This is an optimization exercise on Yosys and OpenROAD, whose aim is small area, a short achievable clock period and few clock cycles per item, not a production implementation. Function was checked by simulation only, so behaviour that the tests miss may differ from the original. Power is estimated from default activity; no workload was simulated.

## design.v

```verilog
`default_nettype none
package hart_pkg;
    typedef logic [31:0] word_t;
    typedef logic [4:0]  reg_addr_t;
    typedef logic [6:0]  opcode_t;
    localparam opcode_t OPC_OP     = 7'b0110011;
    localparam opcode_t OPC_OP_IMM = 7'b0010011;
    localparam opcode_t OPC_LUI    = 7'b0110111;
    localparam opcode_t OPC_AUIPC  = 7'b0010111;
    localparam word_t EBREAK_INST = 32'h0010_0073;
    typedef struct packed {
        logic add;    
        logic sub;    
        logic slt;
        logic sltu;
        logic lg_and;  
        logic lg_xor;  
        logic sr;     
        logic sl;     
        logic sra;    
    } alu_ctl_t;
endpackage
`default_nettype wire
`default_nettype none
module fetch_stage #(
    parameter logic [29:0] START = 30'd0
) (
    input  wire         i_clk,
    input  wire         i_arst_n,
    output logic [29:0] o_cnt
);
    always_ff @(posedge i_clk or negedge i_arst_n) begin
        if (!i_arst_n) begin
            o_cnt <= START;
        end else begin
            o_cnt <= o_cnt + 30'd1;
        end
    end
endmodule
`default_nettype wire
`default_nettype none
module register_file (
    input  wire                      i_clk,
    input  wire                      i_arst_n,
    input  wire hart_pkg::reg_addr_t i_rs1_raddr,
    input  wire hart_pkg::reg_addr_t i_rs2_raddr,
    input  wire hart_pkg::reg_addr_t i_rd_waddr,
    input  wire                      i_rd_wen,
    input  wire hart_pkg::word_t     i_rd_wdata,
    output hart_pkg::word_t          o_rs1_rdata,
    output hart_pkg::word_t          o_rs2_rdata
);
    hart_pkg::word_t regs [1:31];
    logic [31:1]     written;
    logic [31:1]     we;
    logic [31:1]     sel1;
    logic [31:1]     sel2;
    always_comb begin
        for (int i = 1; i < 32; i++) begin
            we[i]   = i_rd_wen && (i_rd_waddr == 5'(i));
            sel1[i] = written[i] && (i_rs1_raddr == 5'(i));
            sel2[i] = written[i] && (i_rs2_raddr == 5'(i));
        end
    end
    always_ff @(posedge i_clk or negedge i_arst_n) begin
        if (!i_arst_n) begin
            written <= '0;
        end else begin
            written <= written | we;
        end
    end
    always_ff @(posedge i_clk) begin
        for (int i = 1; i < 32; i++) begin
            if (we[i]) regs[i] <= i_rd_wdata;
        end
    end
    always_comb begin
        o_rs1_rdata = '0;
        o_rs2_rdata = '0;
        for (int i = 1; i < 32; i++) begin
            o_rs1_rdata = o_rs1_rdata | (regs[i] & {32{sel1[i]}});
            o_rs2_rdata = o_rs2_rdata | (regs[i] & {32{sel2[i]}});
        end
    end
endmodule
`default_nettype wire
`default_nettype none
module decode_stage (
    input  wire hart_pkg::word_t   i_inst,
    output logic                   o_is_op,
    output logic                   o_is_lui,
    output logic                   o_is_auipc,
    output logic                   o_is_ebreak,
    output logic                   o_trap,
    output logic                   o_reads_rs1,
    output logic                   o_reads_rs2,
    output logic                   o_writes,
    output hart_pkg::alu_ctl_t     o_ctl,
    output hart_pkg::word_t        o_imm
);
    hart_pkg::opcode_t opcode;
    logic [2:0]        f3;
    logic [6:0]        f7;
    logic              is_imm;
    logic              legal_op;
    logic              legal_imm;
    logic              arith;
    logic              alt;
    assign opcode = i_inst[6:0];
    assign f3     = i_inst[14:12];
    assign f7     = i_inst[31:25];
    assign o_is_op     = (opcode == hart_pkg::OPC_OP);
    assign is_imm      = (opcode == hart_pkg::OPC_OP_IMM);
    assign o_is_lui    = (opcode == hart_pkg::OPC_LUI);
    assign o_is_auipc  = (opcode == hart_pkg::OPC_AUIPC);
    assign o_is_ebreak = (i_inst == hart_pkg::EBREAK_INST);
    assign legal_op  = o_is_op && ((f7 == 7'b0000000)
                     || ((f7 == 7'b0100000) && ((f3 == 3'd0) || (f3 == 3'd5))));
    assign legal_imm = is_imm && ((f3 == 3'd1) ? (f7 == 7'b0000000)
                     : (f3 == 3'd5) ? ((f7 == 7'b0000000) || (f7 == 7'b0100000))
                     : 1'b1);
    assign o_reads_rs1 = legal_op || legal_imm;
    assign o_reads_rs2 = legal_op;
    assign o_writes    = legal_op || legal_imm || o_is_lui || o_is_auipc;
    assign o_trap      = !(o_writes || o_is_ebreak);
    assign arith = o_is_op || is_imm;
    assign alt   = i_inst[30];
    always_comb begin
        o_ctl        = '0;
        o_ctl.add    = (arith && (f3 == 3'd0) && !(o_is_op && alt)) || o_is_lui || o_is_auipc;
        o_ctl.sub    = arith && (f3 == 3'd0) && o_is_op && alt;
        o_ctl.slt    = arith && (f3 == 3'd2);
        o_ctl.sltu   = arith && (f3 == 3'd3);
        o_ctl.lg_and = arith && ((f3 == 3'd6) || (f3 == 3'd7));
        o_ctl.lg_xor = arith && ((f3 == 3'd4) || (f3 == 3'd6));
        o_ctl.sr     = arith && (f3 == 3'd5);
        o_ctl.sl     = arith && (f3 == 3'd1);
        o_ctl.sra    = alt;
    end
    always_comb begin
        if (o_is_lui || o_is_auipc) begin
            o_imm = {i_inst[31:12], 9'b0, o_is_auipc, 2'b0};
        end else begin
            o_imm = {{20{i_inst[31]}}, i_inst[31:20]};
        end
    end
endmodule
`default_nettype wire
`default_nettype none
module execute_stage (
    input  wire hart_pkg::word_t    i_a,
    input  wire hart_pkg::word_t    i_b,
    input  wire hart_pkg::alu_ctl_t i_ctl,
    output hart_pkg::word_t         o_sum,    
    output hart_pkg::word_t         o_diff,   
    output hart_pkg::word_t         o_and,    
    output hart_pkg::word_t         o_xor,    
    output hart_pkg::word_t         o_shr,    
    output hart_pkg::word_t         o_shl,    
    output logic                    o_lt,     
    output logic                    o_ltu     
);
    function automatic logic [31:0] carries(input logic [31:0] g, input logic [31:0] p,
                                            input logic cin);
        logic [31:0] gg;
        logic [31:0] pp;
        logic [31:0] ng;
        logic [31:0] np;
        gg    = g;
        pp    = p;
        gg[0] = g[0] | (p[0] & cin);
        for (int l = 0; l < 5; l++) begin
            for (int i = 0; i < 32; i++) begin
                if (i >= (1 << l)) begin
                    ng[i] = gg[i] | (pp[i] & gg[i - (1 << l)]);
                    np[i] = pp[i] & pp[i - (1 << l)];
                end else begin
                    ng[i] = gg[i];
                    np[i] = pp[i];
                end
            end
            gg = ng;
            pp = np;
        end
        carries = gg;
    endfunction
    hart_pkg::word_t p_add;
    hart_pkg::word_t p_sub;
    hart_pkg::word_t g_sub;
    hart_pkg::word_t c_add;
    hart_pkg::word_t c_sub;
    logic            fill;
    logic [5:0][31:0] sh;
    logic [5:0][31:0] sl;
    logic [4:0]      shamt;
    assign p_add  = i_a ^ i_b;
    assign p_sub  = ~(i_a ^ i_b);
    assign g_sub  = i_a & ~i_b;
    assign o_and  = i_a & i_b;
    assign o_xor  = p_add;
    assign c_add  = carries(o_and, p_add, 1'b0);
    assign c_sub  = carries(g_sub, p_sub, 1'b1);
    assign o_sum  = p_add ^ {c_add[30:0], 1'b0};
    assign o_diff = p_sub ^ {c_sub[30:0], 1'b1};
    assign o_ltu  = !c_sub[31];
    assign o_lt   = (i_a[31] ^ i_b[31]) ? i_a[31] : o_ltu;
    assign shamt = i_b[4:0];
    assign fill  = i_ctl.sra && i_a[31];
    assign sh[0] = i_a;
    assign sl[0] = i_a;
    for (genvar l = 0; l < 5; l++) begin : g_lvl
        for (genvar i = 0; i < 32; i++) begin : g_sbit
            if (i + (1 << l) < 32) begin : g_in
                assign sh[l + 1][i] = shamt[l] ? sh[l][i + (1 << l)] : sh[l][i];
            end else begin : g_fill
                assign sh[l + 1][i] = shamt[l] ? fill : sh[l][i];
            end
            if (i >= (1 << l)) begin : g_lin
                assign sl[l + 1][i] = shamt[l] ? sl[l][i - (1 << l)] : sl[l][i];
            end else begin : g_lfill
                assign sl[l + 1][i] = shamt[l] ? 1'b0 : sl[l][i];
            end
        end
    end
    assign o_shr = sh[5];
    assign o_shl = sl[5];
endmodule
`default_nettype wire
`default_nettype none
module hart #(
    parameter hart_pkg::word_t RESET_ADDR = 32'h0000_0000
) (
    input  wire                     i_clk,
    input  wire                     i_arst_n,
    output hart_pkg::word_t         o_imem_raddr,
    input  wire hart_pkg::word_t    i_imem_rdata,
    output logic                    o_retire_valid,
    output hart_pkg::word_t         o_retire_inst,
    output logic                    o_retire_trap,
    output logic                    o_retire_halt,
    output hart_pkg::reg_addr_t     o_retire_rs1_raddr,
    output hart_pkg::reg_addr_t     o_retire_rs2_raddr,
    output hart_pkg::word_t         o_retire_rs1_rdata,
    output hart_pkg::word_t         o_retire_rs2_rdata,
    output hart_pkg::reg_addr_t     o_retire_rd_waddr,
    output hart_pkg::word_t         o_retire_rd_wdata,
    output hart_pkg::word_t         o_retire_pc,
    output hart_pkg::word_t         o_retire_next_pc
);
    localparam logic [29:0] RST_W = RESET_ADDR[31:2];
    logic [29:0] pc_f;
    logic [29:0] pc_w;
    logic [29:0] npc_w;
    fetch_stage #(.START(RST_W)) pcf_i (
        .i_clk (i_clk), .i_arst_n (i_arst_n), .o_cnt (pc_f)
    );
    fetch_stage #(.START(RST_W - 30'd2)) npcw_i (
        .i_clk (i_clk), .i_arst_n (i_arst_n), .o_cnt (npc_w)
    );
    assign o_imem_raddr = {pc_f, 2'b00};
    logic d_vld;
    logic x_vld;
    logic w_vld;
    logic halted;
    logic stop;
    hart_pkg::word_t    inst_d;
    assign inst_d = i_imem_rdata;
    logic               d_is_op;
    logic               d_is_lui;
    logic               d_is_auipc;
    logic               d_is_ebreak;
    logic               d_trap;
    logic               d_reads_rs1;
    logic               d_reads_rs2;
    logic               d_writes;
    hart_pkg::alu_ctl_t d_ctl;
    hart_pkg::word_t    d_imm;
    decode_stage dec_i (
        .i_inst      (inst_d),
        .o_is_op     (d_is_op),
        .o_is_lui    (d_is_lui),
        .o_is_auipc  (d_is_auipc),
        .o_is_ebreak (d_is_ebreak),
        .o_trap      (d_trap),
        .o_reads_rs1 (d_reads_rs1),
        .o_reads_rs2 (d_reads_rs2),
        .o_writes    (d_writes),
        .o_ctl       (d_ctl),
        .o_imm       (d_imm)
    );
    assign stop = halted || (d_vld && d_is_ebreak);
    always_ff @(posedge i_clk or negedge i_arst_n) begin
        if (!i_arst_n) begin
            d_vld  <= 1'b0;
            x_vld  <= 1'b0;
            w_vld  <= 1'b0;
            halted <= 1'b0;
        end else begin
            d_vld  <= !stop;
            x_vld  <= d_vld;
            w_vld  <= x_vld;
            halted <= stop;
        end
    end
    hart_pkg::word_t    inst_x;
    hart_pkg::word_t    op_a;
    hart_pkg::word_t    op_b;
    hart_pkg::alu_ctl_t x_ctl;
    logic               x_wen;
    logic               x_reads_rs1;
    logic               x_reads_rs2;
    logic               x_trap;
    logic               x_halt;
    hart_pkg::word_t    inst_w;
    hart_pkg::word_t    w_rs1_rdata;
    hart_pkg::word_t    w_rs2_rdata;
    hart_pkg::word_t    w_res;       
    hart_pkg::word_t    w_rd_wdata;  
    hart_pkg::reg_addr_t w_rda;
    logic               w_wen;
    logic               w_reads_rs1;
    logic               w_reads_rs2;
    logic               w_trap;
    logic               w_halt;
    hart_pkg::reg_addr_t rs1;
    hart_pkg::reg_addr_t rs2;
    hart_pkg::word_t     rf_rs1;
    hart_pkg::word_t     rf_rs2;
    assign rs1 = inst_d[19:15];
    assign rs2 = inst_d[24:20];
    register_file rf_i (
        .i_clk       (i_clk),
        .i_arst_n    (i_arst_n),
        .i_rs1_raddr (rs1),
        .i_rs2_raddr (rs2),
        .i_rd_waddr  (inst_w[11:7]),
        .i_rd_wen    (w_wen),
        .i_rd_wdata  (w_res),
        .o_rs1_rdata (rf_rs1),
        .o_rs2_rdata (rf_rs2)
    );
    logic            x_fwd1;
    logic            x_fwd2;
    logic            w_fwd1;
    logic            w_fwd2;
    logic            d_wen;
    assign x_fwd1 = x_wen && (inst_x[11:7] == rs1);
    assign x_fwd2 = x_wen && (inst_x[11:7] == rs2);
    assign w_fwd1 = w_wen && (inst_w[11:7] == rs1);
    assign w_fwd2 = w_wen && (inst_w[11:7] == rs2);
    assign d_wen = d_vld && d_writes && (inst_d[11:7] != 5'd0);
    hart_pkg::word_t u_sum;
    hart_pkg::word_t u_diff;
    hart_pkg::word_t u_and;
    hart_pkg::word_t u_xor;
    hart_pkg::word_t u_shr;
    hart_pkg::word_t u_shl;
    logic            u_lt;
    logic            u_ltu;
    execute_stage alu_i (
        .i_a    (op_a),
        .i_b    (op_b),
        .i_ctl  (x_ctl),
        .o_sum  (u_sum),
        .o_diff (u_diff),
        .o_and  (u_and),
        .o_xor  (u_xor),
        .o_shr  (u_shr),
        .o_shl  (u_shl),
        .o_lt   (u_lt),
        .o_ltu  (u_ltu)
    );
    function automatic hart_pkg::word_t alu_res(input logic t);
        hart_pkg::word_t r;
        for (int i = 0; i < 32; i++) begin
            r[i] = (t && x_ctl.add && u_sum[i]) || (t && x_ctl.sub && u_diff[i])
                || (t && x_ctl.lg_and && u_and[i]) || (t && x_ctl.lg_xor && u_xor[i])
                || (t && x_ctl.sr && u_shr[i]) || (t && x_ctl.sl && u_shl[i]);
        end
        r[0] = r[0] || (t && x_ctl.slt && u_lt) || (t && x_ctl.sltu && u_ltu);
        alu_res = r;
    endfunction
    logic            a_rs1;
    logic            b_rs2;
    hart_pkg::word_t op_a_d;
    hart_pkg::word_t op_b_d;
    hart_pkg::word_t w_res_d;
    assign a_rs1 = !d_is_auipc && !d_is_lui;
    assign b_rs2 = d_is_op;
    assign op_a_d = alu_res(a_rs1 && x_fwd1)
                  | (w_res  & {32{a_rs1 && !x_fwd1 && w_fwd1}})
                  | (rf_rs1 & {32{a_rs1 && !x_fwd1 && !w_fwd1}})
                  | ({npc_w, 2'b00} & {32{d_is_auipc}});
    assign op_b_d = alu_res(b_rs2 && x_fwd2)
                  | (w_res  & {32{b_rs2 && !x_fwd2 && w_fwd2}})
                  | (rf_rs2 & {32{b_rs2 && !x_fwd2 && !w_fwd2}})
                  | (d_imm  & {32{!b_rs2}});
    assign w_res_d = alu_res(1'b1);
    always_ff @(posedge i_clk or negedge i_arst_n) begin
        if (!i_arst_n) begin
            x_wen <= 1'b0;
            w_wen <= 1'b0;
        end else begin
            x_wen <= d_wen;
            w_wen <= x_wen;
        end
    end
    always_ff @(posedge i_clk) begin
        inst_x      <= inst_d;
        op_a        <= op_a_d;
        op_b        <= op_b_d;
        x_ctl       <= d_ctl;
        x_reads_rs1 <= d_reads_rs1;
        x_reads_rs2 <= d_reads_rs2;
        x_trap      <= d_trap;
        x_halt      <= d_is_ebreak;
        inst_w      <= inst_x;
        pc_w        <= npc_w;
        w_rs1_rdata <= x_reads_rs1 ? op_a : '0;
        w_rs2_rdata <= x_reads_rs2 ? op_b : '0;
        w_res       <= w_res_d;
        w_rd_wdata  <= alu_res(x_wen);
        w_rda       <= x_wen ? inst_x[11:7] : 5'd0;
        w_reads_rs1 <= x_reads_rs1;
        w_reads_rs2 <= x_reads_rs2;
        w_trap      <= x_trap;
        w_halt      <= x_halt;
    end
    assign o_retire_valid     = w_vld;
    assign o_retire_inst      = inst_w;
    assign o_retire_trap      = w_trap;
    assign o_retire_halt      = w_halt;
    assign o_retire_rs1_raddr = w_reads_rs1 ? inst_w[19:15] : 5'd0;
    assign o_retire_rs2_raddr = w_reads_rs2 ? inst_w[24:20] : 5'd0;
    assign o_retire_rs1_rdata = w_rs1_rdata;
    assign o_retire_rs2_rdata = w_rs2_rdata;
    assign o_retire_rd_waddr  = w_rda;
    assign o_retire_rd_wdata  = w_rd_wdata;
    assign o_retire_pc        = {pc_w, 2'b00};
    assign o_retire_next_pc   = {npc_w, 2'b00};
endmodule
`default_nettype wire
```

## run.sh

```bash
#!/bin/bash
# synth_recipe.tcl (not shown) runs the flow's synth.tcl, then flattens the netlist and writes it again
# the make line also repeats each setting of config.mk as NAME=value (left out here)
make -C /OpenROAD-flow-scripts/flow DESIGN_CONFIG=/design/flow/config.mk WORK_HOME=/design/flow/orfs CLKGATE_MAP_FILE= SYNTH_SCRIPT=/design/flow/synth_recipe.tcl finish
```

## config.mk

```make
export PLATFORM = sky130hd
export DESIGN_NAME = hart
export DESIGN_NICKNAME = hart
export VERILOG_FILES = /design/flow/design.v
export SDC_FILE = /design/flow/constraint.sdc
export NUM_CORES = 4
export LEC_CHECK = 0
export CAP_MARGIN = 20
export CORE_MARGIN = 2
export CORE_UTILIZATION = 40
export CTS_CLUSTER_DIAMETER = 100
export CTS_CLUSTER_SIZE = 20
export PLACE_DENSITY = 0.45
export SETUP_SLACK_MARGIN = 1.8
export SLEW_MARGIN = 20
```

## constraint.sdc

```tcl
create_clock -name core_clock -period 5.0 [get_ports {i_clk}]
set_input_delay 1.0000 -clock core_clock [delete_from_list [all_inputs] [get_ports {i_clk}]]
set_output_delay 1.0000 -clock core_clock [all_outputs]
set_load 0.01 [all_outputs]
```

==> notes.md, run 1 <==
Run status:
- The run finished with no timing, DRC or antenna violations.

Yosys:
- The Yosys warning count is 7.
- Ranked by total cell area, the synthesized netlist is headed by sky130_fd_sc_hd__edfxtp_1 48%, sky130_fd_sc_hd__dfxtp_1 9.8%, sky130_fd_sc_hd__a22oi_1 5.1%, sky130_fd_sc_hd__a221oi_1 3.8%, sky130_fd_sc_hd__a22o_1 3.5%.
- Summed over all instances, the cell type with the most area after synthesis is sky130_fd_sc_hd__edfxtp_1.
- The number of different library cells used by synthesis comes to 97.
- The share of flip-flops with an asynchronous set or reset after synthesis is 6.95%.
- The fraction of the yosys area taken by sequential cells is 61.4%.
- The number of enable-type register cells in the synthesized netlist is 992.
- Synthesis handed over a netlist of between 4000 and 5000 instances.
- The register bit count reported by yosys is approximately 1400.
- The leading register cell type out of synthesis is sky130_fd_sc_hd__edfxtp_1.
- The area share of the largest cell type after synthesis is 47.6%.
- The average instance in the mapped netlist occupies 12.7 um2.
- The synthesized area is 62500 um2.

Pwr:
- In this run switching power makes up 24.0% of total power.
- The part of the total power dissipated in sequential elements is 59.6%.
- The proportion of power drawn by combinational gates is 5.5%.
- Across the VDD grid, the largest voltage drop is 0.245 mV.
- For this design the total switching power over the nets is 5020 uW.
- The cell internal power dissipation is 15900 uW.
- The leakage power is ~0.027 uW.
- In this run the power density over the cells is 273 nW/um2.
- Of the total power, the clock network draws 34.9%.
- Power comes to 20900 uW.

Clock tree:
- The clock passes through at most 3 buffers.
- TritonCTS built the clock tree.
- The H-tree depth is 3.
- The CTS sink count is 1396.
- In this run, post-CTS hold repair placed 0 buffers.
- At the later pin of the worst-skew pair, clock insertion delay measures 0.76 ns.
- The tree is rooted in a sky130_fd_sc_hd__clkbuf_16.
- Clock-pin slew was measured on the worst setup and hold paths at about 0.090 ns.
- The number of buffers created by CTS is between 80 and 90.

Setup path:
- The launching element type of the critical path is a flop.
- STA puts the critical path data arrival time at 3.89 ns.
- The kind of critical path is reg2reg.
- Along the worst path, the maximum fanout reaches 7.
- STA classifies the critical path endpoint as a flop.
- The data required time at the worst endpoint is around 5.6 ns.

Final layout:
- The finished cells cover ~76000 um2.
- The fraction of final layout cells sized beyond drive strength 1 is 21.7%.
- The utilization after layout is 49.1%.
- The post-synthesis to final-layout area growth is 22.3%.
- The net count of the finished layout is 5612.
- The count of fill cells added during filler insertion is 13808.
- The most common cell after layout, fill and taps aside is sky130_fd_sc_hd__edfxtp_1.
- Leaving out fill and tap cells, the most frequent cells in the layout are 992 x sky130_fd_sc_hd__edfxtp_1, 452 x sky130_fd_sc_hd__buf_4, 419 x sky130_fd_sc_hd__a22oi_1.

Placement:
- Summed over all nets, the half-perimeter wirelength after detailed placement is 233 mm.
- After detailed placement, the total cell area comes to 70200 um2.
- At the placement stage, the worst setup path has a slack of -0.0267 ns.
- The count of buffers added on input and output ports is between 200 and 300.
- The congestion estimate from routability-driven global placement came to 1.02.

Timing:
- For the final database, setup skew stands at 0.0391 ns.
- Setup repair after global routing could not meet its margin everywhere.
- The final hold violation count is 0.
- The final period utilization is 66.6%.
- After layout, the minimum clock period comes to 3.33 ns.
- The relative slew slack is 16.8%.
- Across all setup checks in the final design, the least slack found is 1.67 ns.
- The measured slew at the worst slew-check pin is 1.25 ns.
- The max-slew violation count came to 0.
- The number of setup violations in the final report is 0.
- Static timing analysis puts the maximum clock frequency at 300 MHz.

Global routing:
- The first-pass GRT wire length is 469 mm.
- For this run, the total global-route usage over all layers was measured as 43.4%.
- Entering global routing, the biggest net connects 57 pins.
- The number of antenna violations at the first check in global routing was 24.
- The remaining global-route overflow is 0.
- The via count of the first global-routing pass was ~52000.

Die:
- After floorplanning, the core was sized to cover 156000 um2.
- The die covers approximately 160000 um2.
- The die is 399 um tall.
- Measured along the x axis, the die boundary spans 399 um.
- The initial utilization of the core area, before any placement, comes to roughly two fifths.
- The top-level port count is 276.
- After floorplanning, the core was divided into 145 placement rows.

Detailed routing:
- The DRC violation count after routing is 0.
- The first-iteration detailed-routing DRC count is around 11000.
- Once detail routing completed, the nets flagged for antenna violations numbered 0.
- The average wire length per cell after detail routing is roughly 47 um.
- Summing over every cut layer, the via total after detailed routing is about 56000.
- After detailed routing, the number of vias per cell comes to around 7.4.
- The routed design has ~360 mm of wire.
- The number of detailed-routing iterations run before antenna repair is 10.

Min path:
- The tightest min-delay check is of the in2async type.

Run:
- The number of maximum-capacitance constraint violations is 0.
layout make-up:
type,count,area [um2],area share [%]
clock inverters,14,196,0.257
flip-flops and latches,1396,38500,50.3
multi-input cells,3075,24300,31.8
repair buffers,851,8310,10.9
diodes,11,27.5,0.0360
inverters,103,395,0.517
clock buffers,117,2200,2.87
well taps,2058,2570,3.37
state kept, by name (all words and copies together) (netlist names), 5 cells and up:
signal and cells:
rf_i.regs 992, inst_w 32, op_a 32, op_b 32, w_rd_wdata 32, w_res 32
w_rs1_rdata 32, w_rs2_rdata 32, inst_x 31, rf_i.written 31, npcw_i.o_cnt 30, pc_w 30
pcf_i.o_cnt 30, x_ctl 9, w_rda 5
metal layers:
metal	wire [um]	vias to the layer above	GRT usage, %
li1	-	21034	-
met1	129000	27927	54.9
met2	149000	5565	63.2
met3	51200	1516	15.3
met4	30000	12	27.4
met5	97	-	0
kinds of logic (layout without fill, tap and decap cells):
logic type | after synthesis | in the layout | share of synthesized area [%]
AOI/OAI and AO/OA | 1543 | 1543 | 19.3
DFF | 1396 | 1396 | 61.4
adders and majority gates | 69 | 69 | 1.40
other | 1 | 17 | 0.00600
muxes | 122 | 122 | 3.24
xor gates and xnor gates | 104 | 104 | 1.46
and+or+nand+nor | 1226 | 1231 | 10.2
buffers and inverters | 451 | 1085 | 2.99
critical path, stage by stage, from the launching register on:
cell	delay [ns]
sky130_fd_sc_hd__dfxtp_4	0.48
sky130_fd_sc_hd__buf_12	0.14
sky130_fd_sc_hd__mux4_2	0.53
sky130_fd_sc_hd__a22oi_2	0.54
sky130_fd_sc_hd__mux2i_1	0.25
sky130_fd_sc_hd__nand3_2	0.22
sky130_fd_sc_hd__o2111ai_1	0.14
sky130_fd_sc_hd__a211o_1	0.34
sky130_fd_sc_hd__a211oi_4	0.30
sky130_fd_sc_hd__nor2_1	0.20
through the flow:
| step | hold WS [ns] | instances | setup TNS [ns] |
|---|---|---|---|
| 2_1_floorplan | 0.310 | 4917 | 0 |
| 3_3_place_gp | 0.311 | 7279 | -0.373 |
| 3_5_place_dp | 0.312 | 7285 | -0.0267 |
| 4_1_cts | 0.269 | 7512 | 0 |
| 5_1_grt | 0.295 | 7614 | 0 |
| 6_report | 0.268 | 7625 | 0 |
synth_stat cells (68+ instances only):
cell type and count:
sky130_fd_sc_hd__dfxtp_1 307, sky130_fd_sc_hd__edfxtp_1 992, sky130_fd_sc_hd__a22o_1 252, sky130_fd_sc_hd__xnor2_1 75
sky130_fd_sc_hd__nor2_1 218, sky130_fd_sc_hd__and2_1 103, sky130_fd_sc_hd__dfrtp_1 68, sky130_fd_sc_hd__a21oi_1 100
sky130_fd_sc_hd__inv_1 94, sky130_fd_sc_hd__and3_1 103, sky130_fd_sc_hd__a221oi_1 271, sky130_fd_sc_hd__clkbuf_1 195
sky130_fd_sc_hd__nand4_1 124, sky130_fd_sc_hd__buf_2 73, sky130_fd_sc_hd__nand2_1 247, sky130_fd_sc_hd__o21ai_0 112
sky130_fd_sc_hd__a22oi_1 427, sky130_fd_sc_hd__nand3_1 185
power groups by stage:
stage | clock [uW] | combinational, uW | sequential [uW]
floorplan | 0 | 523 | 12700
global placement | 0 | 953 | 12700
detailed placement | 0 | 952 | 12700
CTS | 7330 | 1030 | 12500
global route | 7730 | 1190 | 12500
finish | 7290 | 1150 | 12500
repair_timing:
item | 4_1_cts | 5_1_grt
endpoints found under the hold margin | 0 | 0
pin swaps | 43 | 67
buffers inserted | 89 | 91
gates cloned | 7 | 11
resized for setup | 282 | 227
setup endpoints to repair | 123 | 96
final timing paths:
path	cells after the start	endpoint	slack, ns	from
worst min register to register	0	inst_w[29]	0.33	inst_x[29]
min in group core_clock	0	inst_w[29]	0.33	inst_x[29]
worst min-delay path	1	rf_i.written[8]	0.27	i_arst_n
worst max register to register	9	w_rd_wdata[29]	1.67	op_b[0]
max in group asynchronous	2	pcf_i.o_cnt[21]	3.66	i_arst_n
worst max-delay path	9	w_rd_wdata[29]	1.67	op_b[0]
Testbench counts, summed over its fixed seeds: cycles 12,864, items 12,800.
==> run 2, diff against run 1 <==
--- a/config.mk
+++ b/config.mk
@@ -11,5 +11,5 @@
 export CTS_CLUSTER_DIAMETER = 100
 export CTS_CLUSTER_SIZE = 20
 export PLACE_DENSITY = 0.45
-export SETUP_SLACK_MARGIN = 1.8
+export SETUP_SLACK_MARGIN = 2.0
 export SLEW_MARGIN = 20
==> notes.md, run 2 <==
Final layout:
- After the flow finishes, the layout carries non-filler instances totaling 7681.
- Compared with the post-synthesis result, the final layout area differs by 25.5%.
- The top cell types in the final layout, fill and taps aside, are 992 x sky130_fd_sc_hd__edfxtp_1, 462 x sky130_fd_sc_hd__buf_4, 422 x sky130_fd_sc_hd__a22oi_1.
- The most common cell after layout, fill and taps aside is sky130_fd_sc_hd__edfxtp_1.
- The number of flip-flops in the largest register is 992.
- For this run, the post-layout net count is 5666.
- The top register by number of flip-flops is rf_i.regs.
- The fraction of final layout cells sized beyond drive strength 1 is 25.3%.

Die:
- The die covers 159000 um2.
- The number of cell rows is 145.
- The die is ~400 um tall.
- The top-level port count is between 200 and 300.
- The initial utilization of the core area, before any placement, comes to 40.2%.
- In this run the horizontal extent of the chip is 399 um.
- The area inside the core boundary is 156000 um2.

Global routing:
- The first-pass GRT wire length is 481 mm.
- The maximum number of pins on one net before global-route repair is 55.
- The overall track demand over capacity in global routing is 44.9%.
- The remaining global-route overflow is 0.
- The via count of the first global-routing pass is 52284.
- The number of antenna violations at the first check in global routing is 29.

Timing:
- At the pin with the least slew margin, the transition time is 1.28 ns.
- Headroom to the max-slew limit came out at 14.4%.
- Setup violations remaining at the end of the flow were counted as 0.
- The clock arrives with 0.0476 ns of skew.
- Dividing the final minimum period by the clock period gives 67.5%.
- The peak clock frequency supported by timing is between 200 and 300 MHz.
- Setup repair after global routing could not meet its margin everywhere.
- The minimum clock period is between 3 and 4 ns.
- The max-slew violation count was 0.
- The final hold violation count is 0.

Yosys:
- The leading area contributor after synthesis is sky130_fd_sc_hd__edfxtp_1.
- Synthesis handed over a netlist of between 4000 and 5000 instances.
- The synthesized netlist occupies a cell area of 62500 um2.
- The number of different library cells used by synthesis comes to 97.
- The fraction of the yosys area taken by sequential cells is 61.4%.
- The average instance area after synthesis is 12.7 um2.
- Among all flip-flop cells after synthesis, the most frequent one is sky130_fd_sc_hd__edfxtp_1.
- The share of flip-flops with an asynchronous set or reset after synthesis is 6.95%.
- By count the netlist is led by 992 x sky130_fd_sc_hd__edfxtp_1, 427 x sky130_fd_sc_hd__a22oi_1, 307 x sky130_fd_sc_hd__dfxtp_1.
- Sorting the synthesized cells by area gives the leading types as sky130_fd_sc_hd__edfxtp_1 48%, sky130_fd_sc_hd__dfxtp_1 9.8%, sky130_fd_sc_hd__a22oi_1 5.1%, sky130_fd_sc_hd__a221oi_1 3.8%, sky130_fd_sc_hd__a22o_1 3.5%.
- The Yosys step of the flow raised 7 warnings.
- Synthesis inferred ~1400 register bits.
- The top cell type by area accounts for 47.6% of the synthesized area.
- The most frequently used cell type in the post-synthesis netlist is sky130_fd_sc_hd__edfxtp_1.
- In this run, synthesis inferred 992 flip-flops with an integrated enable.

Setup path:
- In this run the worst path has a maximum fanout of 11.
- For the worst setup path, the data required time is 5.66 ns.
- The cell that appears most often on the critical path is sky130_fd_sc_hd__buf_4.
- The worst flop-to-flop path endpoint is op_b[15].
- The critical path's slowest cell is sky130_fd_sc_hd__nor2_1.
- The critical path goes through clkbuf_4 > nor2_1 > and3_4 > buf_4 > buf_4 > a22oi_1 > nand3_1 > o41ai_2 > buf_4 > and3_1 > o21ai_0.
- Setup slack on the worst reg-to-reg path comes out at 1.68 ns.
- The critical path buffer and inverter count is 4.
- The worst setup path is launched from a primary input.
- The kind of cell adding the most delay to the critical path is simple AND/OR/NAND/NOR gates.
- The startpoint of the worst register-to-register path is op_b[0].
- The kind of critical path is in2reg.
- In this design, the stage delay of the slowest critical-path cell is 0.86 ns.
- For the worst flop-to-flop path, the logic depth is 13.
- STA classifies the critical path endpoint as a flop.
- The data arrival time of the worst path is around 4 ns.

Placement:
- After detailed placement, the design holds a cell count of 7238.
- Routability-driven placement finished with a final weighted congestion of 0.986.
- Detailed placement finished with a half-perimeter wire length of about 230 mm.
- In this run the tool buffered the top-level ports with 269 buffer cells.

Clock tree:
- The clock-pin transition on the worst setup and hold timing paths is 0.10 ns.
- The H-tree generated during clock tree synthesis spans 3 levels.
- TritonCTS built the clock tree.
- The number of buffers created by CTS is slightly above 80.
- The CTS sink count is approximately 1400.
- The largest buffer count on any clock path is 3.
- The insertion delay to the later sink of the worst-skew pair is roughly 0.76 ns.
- The tree is rooted in a sky130_fd_sc_hd__clkbuf_16.

Detailed routing:
- The aggregate routed wire length is 369 mm.
- The routed layout has between 50000 and 60000 vias.
- The detailed router finished its first iteration with approximately 11000 violations.
- The average wire length per cell after detail routing is approximately 48 um.
- The count of nets left with antenna violations once routing finished came out at 0.
- For this run, design rule violations remaining after detail routing come to 0.
- The per-cell via count in the routed design is 7.38.
- The first TritonRoute pass finished after 10 iterations.

Min path:
- The worst hold path was traced through 0 stages.
- The end point of the worst hold path is inst_w[16].
- The tightest min-delay check is of the reg2reg type.
- The hold path startpoint is inst_x[16].

Pwr:
- The post-layout total power is 21000 uW.
- The largest vdd supply drop is 0.336 mV.
- In this run the static leakage power is 0.0272 uW.
- The total power per unit cell area is about 270 nW/um2.

Run:
- The number of maximum-capacitance constraint violations is 0.

Run status:
- The run finished with no timing, DRC or antenna violations.
-- run 2: worst max path at each step --
stage | startpoint | endpoint | slack, ns | cells past startpoint
finish | i_imem_rdata[24] | op_b[24] | 1.62 | 11
global route | op_b[0] | op_b[16] | 1.60 | 14
CTS | op_b[0] | op_b[16] | 1.78 | 14
detailed placement | i_imem_rdata[23] | op_b[26] | 0.09 | 10
global placement | i_imem_rdata[23] | op_b[18] | -0.1 | 9
floorplan | op_b[1] | op_b[15] | 1.97 | 13
-- run 2: worst reg2reg max path, cell delays in order (launching register included) --
cell and delay (ns):
sky130_fd_sc_hd__dfxtp_4 0.39, sky130_fd_sc_hd__buf_12 0.11, sky130_fd_sc_hd__buf_6 0.10, sky130_fd_sc_hd__buf_6 0.09, sky130_fd_sc_hd__buf_12 0.12, sky130_fd_sc_hd__buf_12 0.14
sky130_fd_sc_hd__mux4_2 0.56, sky130_fd_sc_hd__mux2i_4 0.21, sky130_fd_sc_hd__mux2i_2 0.11, sky130_fd_sc_hd__o221ai_2 0.29, sky130_fd_sc_hd__o21ai_2 0.12, sky130_fd_sc_hd__a211o_1 0.32
sky130_fd_sc_hd__a211o_4 0.33, sky130_fd_sc_hd__a221o_1 0.30
-- run 2: per-layer routing --
| metal | vias to the layer above | track usage [%] | part of all wire [%] |
|---|---|---|---|
| met3 | 1488 | 15.2 | 14 |
| met1 | 28450 | 56.1 | 36 |
| met5 | - | 0.0303 | 0.067 |
| li1 | 21157 | - | - |
| met2 | 5535 | 65.0 | 41 |
| met4 | 30 | 31.6 | 9.1 |
-- run 2: logic make-up (layout without fill, tap and decap cells) --
| kind of cell | count (synthesis) | in the layout | share of synthesized area (%) |
|---|---|---|---|
| AND/OR/NAND/NOR | 1226 | 1235 | 10.2 |
| buffers and inverters | 451 | 1134 | 2.99 |
| adder cells (fa/ha/maj) | 69 | 69 | 1.40 |
| multiplexers | 122 | 122 | 3.24 |
| other | 1 | 20 | 0.00600 |
| flip-flops | 1396 | 1396 | 61.4 |
| AO/OA/AOI/OAI | 1543 | 1543 | 19.3 |
| XOR/XNOR | 104 | 104 | 1.46 |
-- run 2: layout make-up --
type / count / area [um2]
flip-flops and latches: 1396 / 38500
repair buffers: 902 / 9120
fillers: 13625 / 77200
multi-input cells: 3079 / 25500
well taps: 2058 / 2570
clock inverters: 12 / 193
clock buffers: 117 / 2180
diodes: 14 / 35.0
inverters: 103 / 399
-- run 2: what timing repair did --
item                                    CTS  global route
endpoints found under the setup margin  175           195
cloned                                   15             3
hold buffers                              0             0
setup buffers                           183            99
pin swaps                               111           132
resized for setup                       468           259
-- run 2: report_power, final --
group          switching, uW  internal [uW]
registers                114          12300
clock network           4100           3150
logic                    832            482
-- run 2: stage by stage --
step	hold WS, ns	setup TNS, ns	setup slack, ns	area, um2	utilization, %
global route	0.333	0	1.60	78500	50.4
detailed placement	0.312	0	0.0854	70100	45.1
global placement	0.310	-0.0967	-0.0967	70000	45.0
finish	0.329	0	1.62	78500	50.4
floorplan	0.310	0	1.97	63100	-
CTS	0.330	0	1.78	76400	49.1

==> separate check: timing with driven ports <==
Ports are ideal in the flow. The routed layouts listed here were re-timed in OpenROAD.
Step 1 sets driving cells, clkbuf_16 on the clock port and buf_2 on the other inputs (assumed; they add their load-dependent delay and slew).
Step 2, shift: input delay + t, output delay - t, t = (earliest + latest rising clock arrival at the registers) / 2. This alone moves slack from input paths to output paths.
Three values: no drivers, after step 1, after step 2; two values: the first two.
run	shift t [ns]	setup WS [ns]	hold WS [ns]	pins driven straight from the clock port
run 1	0.834	1.669 / 1.669 / 1.006	0.268 / 0.206 / 0.330	1
run 2	0.813	1.623 / 1.682 / 0.870	0.329 / 0.318 / 0.329	1
After both steps setup and hold are still met in every run listed. The setup slack of run 2, which loses most, moves by +0.059 ns with the drivers and by -0.753 ns with both steps.
